Background: an optimization exercise with open tools, aiming at small area and a short achievable clock period. Do not read the settings as production practice. RTL that was checked went through simulation tests only; none was proved equivalent to the original. Power figures rest on the tool's default switching activity, not on a simulated workload.

==> inputs of run a <==
// fp_alu
module fp_alu (
    input  wire                     FPUCLK,
    input  wire                     RST,
    input  wire fpu_pkg::fp_word_t  a,
    input  wire fpu_pkg::fp_word_t  b,
    input  wire fpu_pkg::fp_op_e    ctrl,
    output fpu_pkg::fp_word_t       out
);
    logic                 v1, v2, v3;
    fpu_pkg::in_stage_t   s1;
    fpu_pkg::rows_stage_t s2;
    fpu_pkg::sum_stage_t  s3;
    fp_exp_stage u_exp (
        .FPUCLK (FPUCLK),
        .RST    (RST),
        .a      (a),
        .b      (b),
        .ctrl   (ctrl),
        .v1     (v1),
        .s1     (s1)
    );
    fp_align_stage u_align (
        .FPUCLK (FPUCLK),
        .RST    (RST),
        .v1     (v1),
        .s1     (s1),
        .v2     (v2),
        .s2     (s2)
    );
    fp_add_stage u_add (
        .FPUCLK (FPUCLK),
        .RST    (RST),
        .v2     (v2),
        .s2     (s2),
        .v3     (v3),
        .s3     (s3)
    );
    fp_norm_stage u_norm (
        .FPUCLK (FPUCLK),
  ...
==> module fp_exp_stage, before the edit <==
module fp_exp_stage (
    input  wire                     FPUCLK,
    input  wire                     RST,
    input  wire fpu_pkg::fp_word_t  a,
    input  wire fpu_pkg::fp_word_t  b,
    input  wire fpu_pkg::fp_op_e    ctrl,
    output logic                    v1,
    output fpu_pkg::in_stage_t      s1
);
    logic [23:0] y;
    fpu_pkg::in_stage_t nxt;
    assign y = {1'b1, b.frac};
    always_comb
    begin
        nxt.mul    = (ctrl == fpu_pkg::MUL);
        nxt.a      = a;
        nxt.b_sign = b.sign ^ (ctrl == fpu_pkg::SUB);
        nxt.b_exp  = b.exp;
        for (int i = 0; i < 12; i++)
        begin
            logic y2, y1, y0;
            y2 = y[2*i+1];
            y1 = y[2*i];
            y0 = (i == 0) ? 1'b0 : y[2*i-1];
            if (i < 11)
                nxt.neg[i] = y2;
            nxt.one[i] = y1 ^ y0;
            nxt.b_even[i] = y1;
            nxt.two[i] = (y2 & ~y1 & ~y0) | (~y2 & y1 & y0);
        end
    end
    always_ff @(posedge FPUCLK or negedge RST)
    begin
        if (!RST)
            v1 <= 1'b0;
        else
            v1 <= (ctrl == fpu_pkg::ADD) || (ctrl == fpu_pkg::SUB) ||
                  (ctrl == fpu_pkg::MUL);
    end
    always_ff @(posedge FPUCLK)
        s1 <= nxt;
endmodule
==> module fp_align_stage, before the edit <==
module fp_align_stage (
    input  wire                       FPUCLK,
    input  wire                       RST,
    input  wire                       v1,
    input  wire fpu_pkg::in_stage_t   s1,
    output logic                      v2,
    output fpu_pkg::rows_stage_t      s2
);
    localparam int Z = 23 - fpu_pkg::LOWC;    
    fpu_pkg::fp_word_t a;
    logic [22:0] b_frac;
    logic        a_inf, b_inf, a_zero, b_zero;
    logic [8:0]  dab, dba;
    logic [7:0]  d;
    logic        eswap, swap, sub;
    logic [23:0] a_m, b_m, x_m, y_m, y_c;
    logic [7:0]  x_exp;
    logic [fpu_pkg::RW-1:0] m0, m1, m2;
    logic        lowc;
    fpu_pkg::rows_stage_t nxt;
    assign a = s1.a;
    always_comb
    begin
        for (int i = 0; i < 12; i++)
        begin
            b_frac[2*i] = s1.b_even[i];
            if (i < 11)
                b_frac[2*i+1] = s1.neg[i];
        end
    end
    assign a_inf  = (a.exp == fpu_pkg::EXP_INF);
    assign b_inf  = (s1.b_exp == fpu_pkg::EXP_INF);
    assign a_zero = (a.exp == 8'd0) && (a.frac == 23'd0);
    assign b_zero = (s1.b_exp == 8'd0) && (b_frac == 23'd0);
    fp_mul_tree u_tree (
        .x    ({1'b1, a.frac}),
        .one  (s1.one),
        .two  (s1.two),
        .neg  ({1'b1, s1.neg}),
        .r0   (m0),
        .r1   (m1),
        .r2   (m2),
        .lowc (lowc)
    );
    assign dab   = {1'b0, a.exp} - {1'b0, s1.b_exp};
    assign dba   = {1'b0, s1.b_exp} - {1'b0, a.exp};
    assign eswap = dab[8];
    assign d     = eswap ? dba[7:0] : dab[7:0];
    assign swap  = eswap | ((a.exp == s1.b_exp) && (a.frac <= b_frac));
    assign a_m   = {~a_zero, a.frac};
    assign b_m   = {~(b_zero & ~a_zero), b_frac};
    assign x_m   = swap ? b_m : a_m;
    assign y_m   = swap ? a_m : b_m;
    assign y_c   = (d >= 8'd24) ? 24'd0 : (y_m >> {d[4:3], 3'b000});
    assign x_exp = eswap ? s1.b_exp : a.exp;
    assign sub   = a.sign ^ s1.b_sign;
    always_comb
    begin
        nxt.inf = a_inf | b_inf;
        nxt.add = ~s1.mul;
        nxt.mul = s1.mul;
        nxt.sub = sub;
        nxt.sh   = d[2:0];
        nxt.sh_n = ~d[2:0];
        if (s1.mul)
        begin
            nxt.kill = a_zero | b_zero;
            nxt.sign = a.sign ^ s1.b_sign;
            nxt.exp  = a.exp + s1.b_exp + 8'd130;    
            nxt.cin  = lowc;
            nxt.row0 = m0;
            nxt.row1 = m1;
            nxt.row2 = m2;
        end
        else
        begin
            nxt.kill = 1'b0;
            nxt.sign = a_inf ? a.sign : (b_inf ? s1.b_sign :
                       (swap ? s1.b_sign : a.sign));
            nxt.exp  = x_exp + 8'd1;
            nxt.cin  = sub;
            nxt.row0 = {1'b0, x_m, {Z{1'b0}}};
            nxt.row1 = {1'b0, y_c, {Z{1'b0}}};
            nxt.row2 = '0;
        end
    end
    always_ff @(posedge FPUCLK or negedge RST)
    begin
        if (!RST)
            v2 <= 1'b0;
        else
            v2 <= v1;
    end
    always_ff @(posedge FPUCLK)
        s2 <= nxt;
endmodule
==> flow/config.mk <==
export PLATFORM = sky130hd
export DESIGN_NAME = fp_alu
export DESIGN_NICKNAME = fp_alu
export VERILOG_FILES = /design/flow/design.v
export SDC_FILE = /design/flow/constraint.sdc
export NUM_CORES = 4
export LEC_CHECK = 0
export CAP_MARGIN = 70
export CORE_MARGIN = 2
export CORE_UTILIZATION = 40
export CTS_CLUSTER_DIAMETER = 150
export CTS_CLUSTER_SIZE = 20
export SLEW_MARGIN = 70
==> flow/constraint.sdc <==
create_clock -name core_clock -period 14.5 [get_ports {FPUCLK}]
set_input_delay 2.9000 -clock core_clock [delete_from_list [all_inputs] [get_ports {FPUCLK}]]
set_output_delay 2.9000 -clock core_clock [all_outputs]
set_load 0.01 [all_outputs]
standard.sh (not shown) runs the stock make flow with config.mk's settings and CLKGATE_MAP_FILE= SYNTH_SCRIPT=/design/flow/synth_recipe.tcl, a recipe that flattens the netlist after the stock synthesis.
==> flow/flow/run.sh <==
#!/bin/bash
# The standard layout, except that the buffers placed on the ports are
# sky130_fd_sc_hd__buf_2 cells rather than the flow's default pick (a slow
# clkdlybuf4s50 delay cell). Everything else is standard.sh unchanged.
set -euo pipefail
export BUFFER_PORTS_ARGS="-buffer_cell sky130_fd_sc_hd__buf_2"
bash standard.sh > standard.log 2>&1
==> run b (differences from run a) <==
--- a/flow/design.v
+++ b/flow/design.v
@@ -23,5 +23,4 @@
         logic [11:0] one;           
         logic [11:0] two;           
-        logic [11:0] b_even;        
     } in_stage_t;
     typedef struct packed {
@@ -77,5 +76,4 @@
                 nxt.neg[i] = y2;
             nxt.one[i] = y1 ^ y0;
-            nxt.b_even[i] = y1;
             nxt.two[i] = (y2 & ~y1 & ~y0) | (~y2 & y1 & y0);
         end
@@ -119,5 +117,5 @@
         for (int i = 0; i < 12; i++)
         begin
-            b_frac[2*i] = s1.b_even[i];
+            b_frac[2*i] = s1.one[i] ^ ((i == 0) ? 1'b0 : s1.neg[i-1]);
             if (i < 11)
                 b_frac[2*i+1] = s1.neg[i];
@@ -127,5 +125,5 @@
     assign b_inf  = (s1.b_exp == fpu_pkg::EXP_INF);
     assign a_zero = (a.exp == 8'd0) && (a.frac == 23'd0);
-    assign b_zero = (s1.b_exp == 8'd0) && (b_frac == 23'd0);
+    assign b_zero = (s1.b_exp == 8'd0) && (s1.neg == 11'd0) && (s1.one == 12'd0);
     fp_mul_tree u_tree (
         .x    ({1'b1, a.frac}),
Settings changed: CTS_BUF_LIST set to sky130_fd_sc_hd__clkbuf_8 sky130_fd_sc_hd__clkbuf_16, PLACE_DENSITY set to 0.75.
==> run c (differences from run a) <==
--- a/flow/design.v
+++ b/flow/design.v
@@ -23,5 +23,4 @@
         logic [11:0] one;           
         logic [11:0] two;           
-        logic [11:0] b_even;        
     } in_stage_t;
     typedef struct packed {
@@ -77,5 +76,4 @@
                 nxt.neg[i] = y2;
             nxt.one[i] = y1 ^ y0;
-            nxt.b_even[i] = y1;
             nxt.two[i] = (y2 & ~y1 & ~y0) | (~y2 & y1 & y0);
         end
@@ -119,5 +117,5 @@
         for (int i = 0; i < 12; i++)
         begin
-            b_frac[2*i] = s1.b_even[i];
+            b_frac[2*i] = s1.one[i] ^ ((i == 0) ? 1'b0 : s1.neg[i-1]);
             if (i < 11)
                 b_frac[2*i+1] = s1.neg[i];
@@ -127,5 +125,5 @@
     assign b_inf  = (s1.b_exp == fpu_pkg::EXP_INF);
     assign a_zero = (a.exp == 8'd0) && (a.frac == 23'd0);
-    assign b_zero = (s1.b_exp == 8'd0) && (b_frac == 23'd0);
+    assign b_zero = (s1.b_exp == 8'd0) && (s1.neg == 11'd0) && (s1.one == 12'd0);
     fp_mul_tree u_tree (
         .x    ({1'b1, a.frac}),
==> summary of the runs <==
- Die area: run c is lower than run a (1.2%).
- Against run b, the setup slack of run a is worse by 130 ps.
- Combinational power is about the same in run a and run c.
- In area after synthesis, run b and run c do not differ.
- Register-to-register slack: run a < run b < run c.
==> figures <==
metric                                                                              run a                     run b                   run c
Post-synthesis async set-or-reset flop share                                        12.2%                     12.7%                   12.7%
Layout cell share with drive strength beyond 1                                      10.7%                     9.95%                   10.2%
Synthesized-area fraction occupied by ao, oa, aoi and oai cells                     17.1%                     16.7%                   16.7%
Highest ir drop seen on vdd                                                      0.110 mV                  0.103 mV                0.115 mV
Termination of the worst setup path                                        u_norm.out[30]              u_add.s3[15]          u_align.s2[51]
Launching point of the worst reg2reg path                                    u_add.s3[21]           u_align.s2[112]            u_exp.s1[40]
Dominant cell type by count on the critical path                 sky130_fd_sc_hd__o21ai_0  sky130_fd_sc_hd__mux2i_1  sky130_fd_sc_hd__buf_1
Number of non-clock buffers                                                           182                       178                     174
Sequential Area                                                                  5970 µm²                  5710 µm²                5730 µm²
Sw frac                                                                             46.9%                     46.8%                   47.1%
Status                                                   no timing/DRC/antenna violations  no timing/DRC/antenna violations  no timing/DRC/antenna violations
Clock latency (worst-skew pair)                                                    570 ps                    570 ps                  560 ps
Function not checked in run a: the RTL went through the layout flow alone.

==> inputs of 08-18 <==
fp_alu, a different RTL version from the one above (not shown whole).
export LEC_CHECK = 0
export CAP_MARGIN = 20
export CORE_MARGIN = 2
export CORE_UTILIZATION = 40
export SLEW_MARGIN = 20
create_clock -name core_clock -period 14.5 [get_ports {FPUCLK}]
Scripts as last shown in full above: flow/flow/run.sh
==> 06-14: changes against 08-18 <==
--- a/flow/design.v
+++ b/flow/design.v
@@ -11,13 +11,12 @@
         logic [7:0]  exp;
         logic [22:0] frac;
     } fp_word_t;
     localparam logic [7:0] EXP_INF = 8'hff;
     localparam int LOWC = 12;
     localparam int RW   = 48 - LOWC;
-    localparam int TWOC = 12;
     typedef struct packed {
         logic        mul;
         fp_word_t    a;
         logic        b_sign;
         logic [7:0]  b_exp;
         logic [10:0] neg;           
@@ -26,23 +25,25 @@
     } in_stage_t;
     typedef struct packed {
         logic        inf;           
         logic        kill;          
         logic        sign;
         logic [7:0]  exp;           
+        logic        add;           
+        logic        sub;           
         logic        cin;           
+        logic [2:0]  sh;            
         logic [RW-1:0] row0;
         logic [RW-1:0] row1;
         logic [RW-1:0] row2;
     } rows_stage_t;
     typedef struct packed {
         logic        inf;
-        logic        zero;
+        logic        kill;
         logic        sign;
         logic [7:0]  exp;
-        logic [4:0]  lz;
         logic [24:0] mant;
     } sum_stage_t;
 endpackage
 `default_nettype wire
 `default_nettype none
 module fp_exp_stage (
@@ -93,19 +94,20 @@
     input  wire                       RST,
     input  wire                       v1,
     input  wire fpu_pkg::in_stage_t   s1,
     output logic                      v2,
     output fpu_pkg::rows_stage_t      s2
 );
+    localparam int Z = 23 - fpu_pkg::LOWC;    
     fpu_pkg::fp_word_t a;
     logic [22:0] b_frac;
     logic        a_inf, b_inf, a_zero, b_zero;
     logic [8:0]  dab, dba;
     logic [7:0]  d;
-    logic        eswap, lswap, sub;
-    logic [23:0] a_m, b_m, xe_m, ye_m, ye_al, x_m, y_m;
+    logic        eswap, swap, sub;
+    logic [23:0] a_m, b_m, x_m, y_m, y_c;
     logic [7:0]  x_exp;
     logic [fpu_pkg::RW-1:0] m0, m1, m2;
     logic        lowc;
     fpu_pkg::rows_stage_t nxt;
     assign a = s1.a;
     always_comb
@@ -132,25 +134,26 @@
         .lowc (lowc)
     );
     assign dab   = {1'b0, a.exp} - {1'b0, s1.b_exp};
     assign dba   = {1'b0, s1.b_exp} - {1'b0, a.exp};
     assign eswap = dab[8];
     assign d     = eswap ? dba[7:0] : dab[7:0];
-    assign lswap = (a.exp == s1.b_exp) && (a.frac <= b_frac);
-    assign a_m = {~a_zero, a.frac};
-    assign b_m = {~(b_zero & ~a_zero), b_frac};
-    assign xe_m  = eswap ? b_m : a_m;
-    assign ye_m  = eswap ? a_m : b_m;
-    assign ye_al = (d >= 8'd24) ? 24'd0 : (ye_m >> d[4:0]);
-    assign x_m   = lswap ? ye_al : xe_m;
-    assign y_m   = lswap ? xe_m  : ye_al;
+    assign swap  = eswap | ((a.exp == s1.b_exp) && (a.frac <= b_frac));
+    assign a_m   = {~a_zero, a.frac};
+    assign b_m   = {~(b_zero & ~a_zero), b_frac};
+    assign x_m   = swap ? b_m : a_m;
+    assign y_m   = swap ? a_m : b_m;
+    assign y_c   = (d >= 8'd24) ? 24'd0 : (y_m >> {d[4:3], 3'b000});
     assign x_exp = eswap ? s1.b_exp : a.exp;
     assign sub   = a.sign ^ s1.b_sign;
     always_comb
     begin
         nxt.inf = a_inf | b_inf;
+        nxt.add = ~s1.mul;
+        nxt.sub = sub;
+        nxt.sh  = d[2:0];
         if (s1.mul)
         begin
             nxt.kill = a_zero | b_zero;
             nxt.sign = a.sign ^ s1.b_sign;
             nxt.exp  = a.exp + s1.b_exp + 8'd130;    
             nxt.cin  = lowc;
@@ -159,17 +162,17 @@
             nxt.row2 = m2;
         end
         else
         begin
             nxt.kill = 1'b0;
             nxt.sign = a_inf ? a.sign : (b_inf ? s1.b_sign :
-                       ((eswap | lswap) ? s1.b_sign : a.sign));
+                       (swap ? s1.b_sign : a.sign));
             nxt.exp  = x_exp + 8'd1;
             nxt.cin  = sub;
-            nxt.row0 = {1'b0, x_m, {(23-fpu_pkg::LOWC){1'b0}}};
-            nxt.row1 = {1'b0, y_m, {(23-fpu_pkg::LOWC){1'b0}}} ^ {fpu_pkg::RW{sub}};
+            nxt.row0 = {1'b0, x_m, {Z{1'b0}}};
+            nxt.row1 = {1'b0, y_c, {Z{1'b0}}};
             nxt.row2 = '0;
         end
     end
     always_ff @(posedge FPUCLK or negedge RST)
     begin
         if (!RST)
@@ -2054,58 +2057,31 @@
     input  wire                        v2,
     input  wire fpu_pkg::rows_stage_t  s2,
     output logic                       v3,
     output fpu_pkg::sum_stage_t        s3
 );
     localparam int RW = fpu_pkg::RW;
-    logic [RW:0] sum;
-    logic [24:0] m;
+    localparam int Z  = 23 - fpu_pkg::LOWC;    
+    logic [RW-1:0] r1m, cs_s, cs_c, op_b;
+    logic [23:0]   y_al;
+    logic [RW:0]   sum;
     fpu_pkg::sum_stage_t nxt;
-    function automatic logic [5:0] lzc32(input logic [31:0] v);
-        logic [1:0] c1 [16];
-        logic [2:0] c2 [8];
-        logic [3:0] c3 [4];
-        logic [4:0] c4 [2];
-        for (int i = 0; i < 16; i++)
-            c1[i] = {~(v[2*i+1] | v[2*i]), ~v[2*i+1] & v[2*i]};
-        for (int i = 0; i < 8; i++)
-            c2[i] = (c1[2*i+1][1]) ? {c1[2*i][1], 1'b1, c1[2*i][0]} : {2'b00, c1[2*i+1][0]};
-        for (int i = 0; i < 4; i++)
-            c3[i] = (c2[2*i+1][2]) ? {c2[2*i][2], 1'b1, c2[2*i][1:0]} : {2'b00, c2[2*i+1][1:0]};
-        for (int i = 0; i < 2; i++)
-            c4[i] = (c3[2*i+1][3]) ? {c3[2*i][3], 1'b1, c3[2*i][2:0]} : {2'b00, c3[2*i+1][2:0]};
-        lzc32 = (c4[1][4]) ? {c4[0][4], 1'b1, c4[0][3:0]} : {2'b00, c4[1][3:0]};
-    endfunction
-    logic [5:0] lzv;
-    localparam int T = fpu_pkg::TWOC - fpu_pkg::LOWC;
-    logic [RW-1:0] op_a, op_b;
-    logic [RW-1:T] cs_s, cs_c;
-    assign cs_s = s2.row0[RW-1:T] ^ s2.row1[RW-1:T] ^ s2.row2[RW-1:T];
-    assign cs_c = (s2.row0[RW-1:T] & s2.row1[RW-1:T]) |
-                  (s2.row2[RW-1:T] & (s2.row0[RW-1:T] ^ s2.row1[RW-1:T]));
-    if (T > 0)
-    begin : g_two
-        assign op_a = {cs_s, s2.row0[T-1:0]};
-        assign op_b = {cs_c[RW-2:T], 1'b0, s2.row1[T-1:0]};
-    end
-    else
-    begin : g_three
-        assign op_a = cs_s;
-        assign op_b = {cs_c[RW-2:0], 1'b0};
-    end
-    assign sum  = {1'b0, op_a} + {1'b0, op_b} + {{RW{1'b0}}, s2.cin};
-    assign m   = sum[RW-1:RW-25];
-    assign lzv = lzc32({m, 7'd0});
+    assign r1m  = s2.add ? '0 : s2.row1;
+    assign cs_s = s2.row0 ^ r1m ^ s2.row2;
+    assign cs_c = (s2.row0 & r1m) | (s2.row2 & (s2.row0 ^ r1m));
+    assign y_al = s2.row1[RW-2:Z] >> s2.sh;
+    assign op_b = s2.add ? ({1'b0, y_al, {Z{1'b0}}} ^ {RW{s2.sub}})
+                         : {cs_c[RW-2:0], 1'b0};
+    assign sum  = {1'b0, cs_s} + {1'b0, op_b} + {{RW{1'b0}}, s2.cin};
     always_comb
     begin
         nxt.inf  = s2.inf;
-        nxt.zero = s2.kill | lzv[5];
+        nxt.kill = s2.kill;
         nxt.sign = s2.sign;
         nxt.exp  = s2.exp;
-        nxt.lz   = lzv[4:0];
-        nxt.mant = m;
+        nxt.mant = sum[RW-1:RW-25];
     end
     always_ff @(posedge FPUCLK or negedge RST)
     begin
         if (!RST)
             v3 <= 1'b0;
         else
@@ -2118,23 +2094,40 @@
     input  wire                        FPUCLK,
     input  wire                        RST,
     input  wire                        v3,
     input  wire fpu_pkg::sum_stage_t   s3,
     output fpu_pkg::fp_word_t          out
 );
+    logic [5:0]        lzv;
     logic [24:0]       norm;
     fpu_pkg::fp_word_t nxt_out;
-    assign norm = s3.mant << s3.lz;
+    function automatic logic [5:0] lzc32(input logic [31:0] v);
+        logic [1:0] c1 [16];
+        logic [2:0] c2 [8];
+        logic [3:0] c3 [4];
+        logic [4:0] c4 [2];
+        for (int i = 0; i < 16; i++)
+            c1[i] = {~(v[2*i+1] | v[2*i]), ~v[2*i+1] & v[2*i]};
+        for (int i = 0; i < 8; i++)
+            c2[i] = (c1[2*i+1][1]) ? {c1[2*i][1], 1'b1, c1[2*i][0]} : {2'b00, c1[2*i+1][0]};
+        for (int i = 0; i < 4; i++)
+            c3[i] = (c2[2*i+1][2]) ? {c2[2*i][2], 1'b1, c2[2*i][1:0]} : {2'b00, c2[2*i+1][1:0]};
+        for (int i = 0; i < 2; i++)
+            c4[i] = (c3[2*i+1][3]) ? {c3[2*i][3], 1'b1, c3[2*i][2:0]} : {2'b00, c3[2*i+1][2:0]};
+        lzc32 = (c4[1][4]) ? {c4[0][4], 1'b1, c4[0][3:0]} : {2'b00, c4[1][3:0]};
+    endfunction
+    assign lzv  = lzc32({s3.mant, 7'd0});
+    assign norm = s3.mant << lzv[4:0];
     always_comb
     begin
         if (s3.inf)
             nxt_out = {s3.sign, fpu_pkg::EXP_INF, 23'd0};
-        else if (s3.zero)
+        else if (s3.kill || lzv[5])
             nxt_out = '0;
         else
-            nxt_out = {s3.sign, s3.exp - {3'd0, s3.lz}, norm[23:1]};
+            nxt_out = {s3.sign, s3.exp - {3'd0, lzv[4:0]}, norm[23:1]};
     end
     always_ff @(posedge FPUCLK or negedge RST)
     begin
         if (!RST)
             out <= '0;
         else if (v3)
CAP_MARGIN = 85   (was 20)
CTS_CLUSTER_DIAMETER = 150   (was not set)
CTS_CLUSTER_SIZE = 20   (was not set)
SLEW_MARGIN = 85   (was 20)
==> 05-07: changes against 08-18 <==
--- a/flow/design.v
+++ b/flow/design.v
@@ -11,13 +11,12 @@
         logic [7:0]  exp;
         logic [22:0] frac;
     } fp_word_t;
     localparam logic [7:0] EXP_INF = 8'hff;
     localparam int LOWC = 12;
     localparam int RW   = 48 - LOWC;
-    localparam int TWOC = 12;
     typedef struct packed {
         logic        mul;
         fp_word_t    a;
         logic        b_sign;
         logic [7:0]  b_exp;
         logic [10:0] neg;           
@@ -26,23 +25,25 @@
     } in_stage_t;
     typedef struct packed {
         logic        inf;           
         logic        kill;          
         logic        sign;
         logic [7:0]  exp;           
+        logic        add;           
+        logic        sub;           
         logic        cin;           
+        logic [2:0]  sh;            
         logic [RW-1:0] row0;
         logic [RW-1:0] row1;
         logic [RW-1:0] row2;
     } rows_stage_t;
     typedef struct packed {
         logic        inf;
-        logic        zero;
+        logic        kill;
         logic        sign;
         logic [7:0]  exp;
-        logic [4:0]  lz;
         logic [24:0] mant;
     } sum_stage_t;
 endpackage
 `default_nettype wire
 `default_nettype none
 module fp_exp_stage (
@@ -93,19 +94,20 @@
     input  wire                       RST,
     input  wire                       v1,
     input  wire fpu_pkg::in_stage_t   s1,
     output logic                      v2,
     output fpu_pkg::rows_stage_t      s2
 );
+    localparam int Z = 23 - fpu_pkg::LOWC;    
     fpu_pkg::fp_word_t a;
     logic [22:0] b_frac;
     logic        a_inf, b_inf, a_zero, b_zero;
     logic [8:0]  dab, dba;
     logic [7:0]  d;
-    logic        eswap, lswap, sub;
-    logic [23:0] a_m, b_m, xe_m, ye_m, ye_al, x_m, y_m;
+    logic        eswap, swap, sub;
+    logic [23:0] a_m, b_m, x_m, y_m, y_c;
     logic [7:0]  x_exp;
     logic [fpu_pkg::RW-1:0] m0, m1, m2;
     logic        lowc;
     fpu_pkg::rows_stage_t nxt;
     assign a = s1.a;
     always_comb
@@ -132,25 +134,26 @@
         .lowc (lowc)
     );
     assign dab   = {1'b0, a.exp} - {1'b0, s1.b_exp};
     assign dba   = {1'b0, s1.b_exp} - {1'b0, a.exp};
     assign eswap = dab[8];
     assign d     = eswap ? dba[7:0] : dab[7:0];
-    assign lswap = (a.exp == s1.b_exp) && (a.frac <= b_frac);
-    assign a_m = {~a_zero, a.frac};
-    assign b_m = {~(b_zero & ~a_zero), b_frac};
-    assign xe_m  = eswap ? b_m : a_m;
-    assign ye_m  = eswap ? a_m : b_m;
-    assign ye_al = (d >= 8'd24) ? 24'd0 : (ye_m >> d[4:0]);
-    assign x_m   = lswap ? ye_al : xe_m;
-    assign y_m   = lswap ? xe_m  : ye_al;
+    assign swap  = eswap | ((a.exp == s1.b_exp) && (a.frac <= b_frac));
+    assign a_m   = {~a_zero, a.frac};
+    assign b_m   = {~(b_zero & ~a_zero), b_frac};
+    assign x_m   = swap ? b_m : a_m;
+    assign y_m   = swap ? a_m : b_m;
+    assign y_c   = (d >= 8'd24) ? 24'd0 : (y_m >> {d[4:3], 3'b000});
     assign x_exp = eswap ? s1.b_exp : a.exp;
     assign sub   = a.sign ^ s1.b_sign;
     always_comb
     begin
         nxt.inf = a_inf | b_inf;
+        nxt.add = ~s1.mul;
+        nxt.sub = sub;
+        nxt.sh  = d[2:0];
         if (s1.mul)
         begin
             nxt.kill = a_zero | b_zero;
             nxt.sign = a.sign ^ s1.b_sign;
             nxt.exp  = a.exp + s1.b_exp + 8'd130;    
             nxt.cin  = lowc;
@@ -159,17 +162,17 @@
             nxt.row2 = m2;
         end
         else
         begin
             nxt.kill = 1'b0;
             nxt.sign = a_inf ? a.sign : (b_inf ? s1.b_sign :
-                       ((eswap | lswap) ? s1.b_sign : a.sign));
+                       (swap ? s1.b_sign : a.sign));
             nxt.exp  = x_exp + 8'd1;
             nxt.cin  = sub;
-            nxt.row0 = {1'b0, x_m, {(23-fpu_pkg::LOWC){1'b0}}};
-            nxt.row1 = {1'b0, y_m, {(23-fpu_pkg::LOWC){1'b0}}} ^ {fpu_pkg::RW{sub}};
+            nxt.row0 = {1'b0, x_m, {Z{1'b0}}};
+            nxt.row1 = {1'b0, y_c, {Z{1'b0}}};
             nxt.row2 = '0;
         end
     end
     always_ff @(posedge FPUCLK or negedge RST)
     begin
         if (!RST)
@@ -2054,58 +2057,31 @@
     input  wire                        v2,
     input  wire fpu_pkg::rows_stage_t  s2,
     output logic                       v3,
     output fpu_pkg::sum_stage_t        s3
 );
     localparam int RW = fpu_pkg::RW;
-    logic [RW:0] sum;
-    logic [24:0] m;
+    localparam int Z  = 23 - fpu_pkg::LOWC;    
+    logic [RW-1:0] r1m, cs_s, cs_c, op_b;
+    logic [23:0]   y_al;
+    logic [RW:0]   sum;
     fpu_pkg::sum_stage_t nxt;
-    function automatic logic [5:0] lzc32(input logic [31:0] v);
-        logic [1:0] c1 [16];
-        logic [2:0] c2 [8];
-        logic [3:0] c3 [4];
-        logic [4:0] c4 [2];
-        for (int i = 0; i < 16; i++)
-            c1[i] = {~(v[2*i+1] | v[2*i]), ~v[2*i+1] & v[2*i]};
-        for (int i = 0; i < 8; i++)
-            c2[i] = (c1[2*i+1][1]) ? {c1[2*i][1], 1'b1, c1[2*i][0]} : {2'b00, c1[2*i+1][0]};
-        for (int i = 0; i < 4; i++)
-            c3[i] = (c2[2*i+1][2]) ? {c2[2*i][2], 1'b1, c2[2*i][1:0]} : {2'b00, c2[2*i+1][1:0]};
-        for (int i = 0; i < 2; i++)
-            c4[i] = (c3[2*i+1][3]) ? {c3[2*i][3], 1'b1, c3[2*i][2:0]} : {2'b00, c3[2*i+1][2:0]};
-        lzc32 = (c4[1][4]) ? {c4[0][4], 1'b1, c4[0][3:0]} : {2'b00, c4[1][3:0]};
-    endfunction
-    logic [5:0] lzv;
-    localparam int T = fpu_pkg::TWOC - fpu_pkg::LOWC;
-    logic [RW-1:0] op_a, op_b;
-    logic [RW-1:T] cs_s, cs_c;
-    assign cs_s = s2.row0[RW-1:T] ^ s2.row1[RW-1:T] ^ s2.row2[RW-1:T];
-    assign cs_c = (s2.row0[RW-1:T] & s2.row1[RW-1:T]) |
-                  (s2.row2[RW-1:T] & (s2.row0[RW-1:T] ^ s2.row1[RW-1:T]));
-    if (T > 0)
-    begin : g_two
-        assign op_a = {cs_s, s2.row0[T-1:0]};
-        assign op_b = {cs_c[RW-2:T], 1'b0, s2.row1[T-1:0]};
-    end
-    else
-    begin : g_three
-        assign op_a = cs_s;
-        assign op_b = {cs_c[RW-2:0], 1'b0};
-    end
-    assign sum  = {1'b0, op_a} + {1'b0, op_b} + {{RW{1'b0}}, s2.cin};
-    assign m   = sum[RW-1:RW-25];
-    assign lzv = lzc32({m, 7'd0});
+    assign r1m  = s2.add ? '0 : s2.row1;
+    assign cs_s = s2.row0 ^ r1m ^ s2.row2;
+    assign cs_c = (s2.row0 & r1m) | (s2.row2 & (s2.row0 ^ r1m));
+    assign y_al = s2.row1[RW-2:Z] >> s2.sh;
+    assign op_b = s2.add ? ({1'b0, y_al, {Z{1'b0}}} ^ {RW{s2.sub}})
+                         : {cs_c[RW-2:0], 1'b0};
+    assign sum  = {1'b0, cs_s} + {1'b0, op_b} + {{RW{1'b0}}, s2.cin};
     always_comb
     begin
         nxt.inf  = s2.inf;
-        nxt.zero = s2.kill | lzv[5];
+        nxt.kill = s2.kill;
         nxt.sign = s2.sign;
         nxt.exp  = s2.exp;
-        nxt.lz   = lzv[4:0];
-        nxt.mant = m;
+        nxt.mant = sum[RW-1:RW-25];
     end
     always_ff @(posedge FPUCLK or negedge RST)
     begin
         if (!RST)
             v3 <= 1'b0;
         else
@@ -2118,23 +2094,40 @@
     input  wire                        FPUCLK,
     input  wire                        RST,
     input  wire                        v3,
     input  wire fpu_pkg::sum_stage_t   s3,
     output fpu_pkg::fp_word_t          out
 );
+    logic [5:0]        lzv;
     logic [24:0]       norm;
     fpu_pkg::fp_word_t nxt_out;
-    assign norm = s3.mant << s3.lz;
+    function automatic logic [5:0] lzc32(input logic [31:0] v);
+        logic [1:0] c1 [16];
+        logic [2:0] c2 [8];
+        logic [3:0] c3 [4];
+        logic [4:0] c4 [2];
+        for (int i = 0; i < 16; i++)
+            c1[i] = {~(v[2*i+1] | v[2*i]), ~v[2*i+1] & v[2*i]};
+        for (int i = 0; i < 8; i++)
+            c2[i] = (c1[2*i+1][1]) ? {c1[2*i][1], 1'b1, c1[2*i][0]} : {2'b00, c1[2*i+1][0]};
+        for (int i = 0; i < 4; i++)
+            c3[i] = (c2[2*i+1][2]) ? {c2[2*i][2], 1'b1, c2[2*i][1:0]} : {2'b00, c2[2*i+1][1:0]};
+        for (int i = 0; i < 2; i++)
+            c4[i] = (c3[2*i+1][3]) ? {c3[2*i][3], 1'b1, c3[2*i][2:0]} : {2'b00, c3[2*i+1][2:0]};
+        lzc32 = (c4[1][4]) ? {c4[0][4], 1'b1, c4[0][3:0]} : {2'b00, c4[1][3:0]};
+    endfunction
+    assign lzv  = lzc32({s3.mant, 7'd0});
+    assign norm = s3.mant << lzv[4:0];
     always_comb
     begin
         if (s3.inf)
             nxt_out = {s3.sign, fpu_pkg::EXP_INF, 23'd0};
-        else if (s3.zero)
+        else if (s3.kill || lzv[5])
             nxt_out = '0;
         else
-            nxt_out = {s3.sign, s3.exp - {3'd0, s3.lz}, norm[23:1]};
+            nxt_out = {s3.sign, s3.exp - {3'd0, lzv[4:0]}, norm[23:1]};
     end
     always_ff @(posedge FPUCLK or negedge RST)
     begin
         if (!RST)
             out <= '0;
         else if (v3)
CAP_MARGIN = 50   (was 20)
CTS_CLUSTER_DIAMETER = 150   (was not set)
CTS_CLUSTER_SIZE = 26   (was not set)
SLEW_MARGIN = 50   (was 20)
==> notes <==
05-07 went through all stages and came out clean. 08-18 completed without violations. 06-14 passed the timing, design-rule and antenna checks. Routed wire length: 05-07 < 08-18 < 06-14. Of 06-14 and 08-18, 08-18 has the higher die area (gap about 4%, measured against 08-18). Critical path depth: 06-14 > 05-07 > 08-18. The lowest worst hold slack belongs to 08-18, the highest to 05-07. The highest non-clock buffer count belongs to 06-14, the lowest to 05-07. Between 05-07 and 06-14, the lower combinational power is in 05-07 (gap about 24%, measured against 06-14). Against 08-18, the area after synthesis of 06-14 is lower by about 4%. Core utilization, highest first: 06-14, 08-18, 05-07.

-- re-timing with driven ports --
The results above use ideal ports. As a check the final layouts listed here were re-extracted and re-timed, cells and wires unchanged.
Step 1 assumes that a clkbuf_16 drives the clock port and a buf_2 every other input.
Step 2 times the ports against the registers' clock, not the clock port: input delays grow and output delays shrink by t, the midpoint of the rising clock arrivals with the driver on.
a / b / c = ideal ports / drivers / drivers and shift; a / b = the first two.
run | t, ns | setup WS [ns] | worst setup path after step 2 | worst register clock-pin slew, ns | worst slew at a driven data input, ns
run a | 0.605 | 10.268 / 10.268 / 10.268 | register to register | 0.10 / 0.10 | 0.05
run b | 0.611 | 10.400 / 10.400 / 10.400 | register to register | 0.10 / 0.10 | 0.05
run c | 0.605 | 10.419 / 10.419 / 10.419 | register to register | 0.10 / 0.10 | 0.05
08-18 | 0.680 | 9.667 / 9.667 / 9.667 | register to register | 0.06 / 0.06 | 0.06
06-14 | 0.619 | 5.639 / 5.639 / 5.639 | register to register | 0.11 / 0.11 | 0.06
05-07 | 0.609 | 10.140 / 10.140 / 10.140 | register to register | 0.11 / 0.11 | 0.07
After both steps every run listed still meets setup and hold.
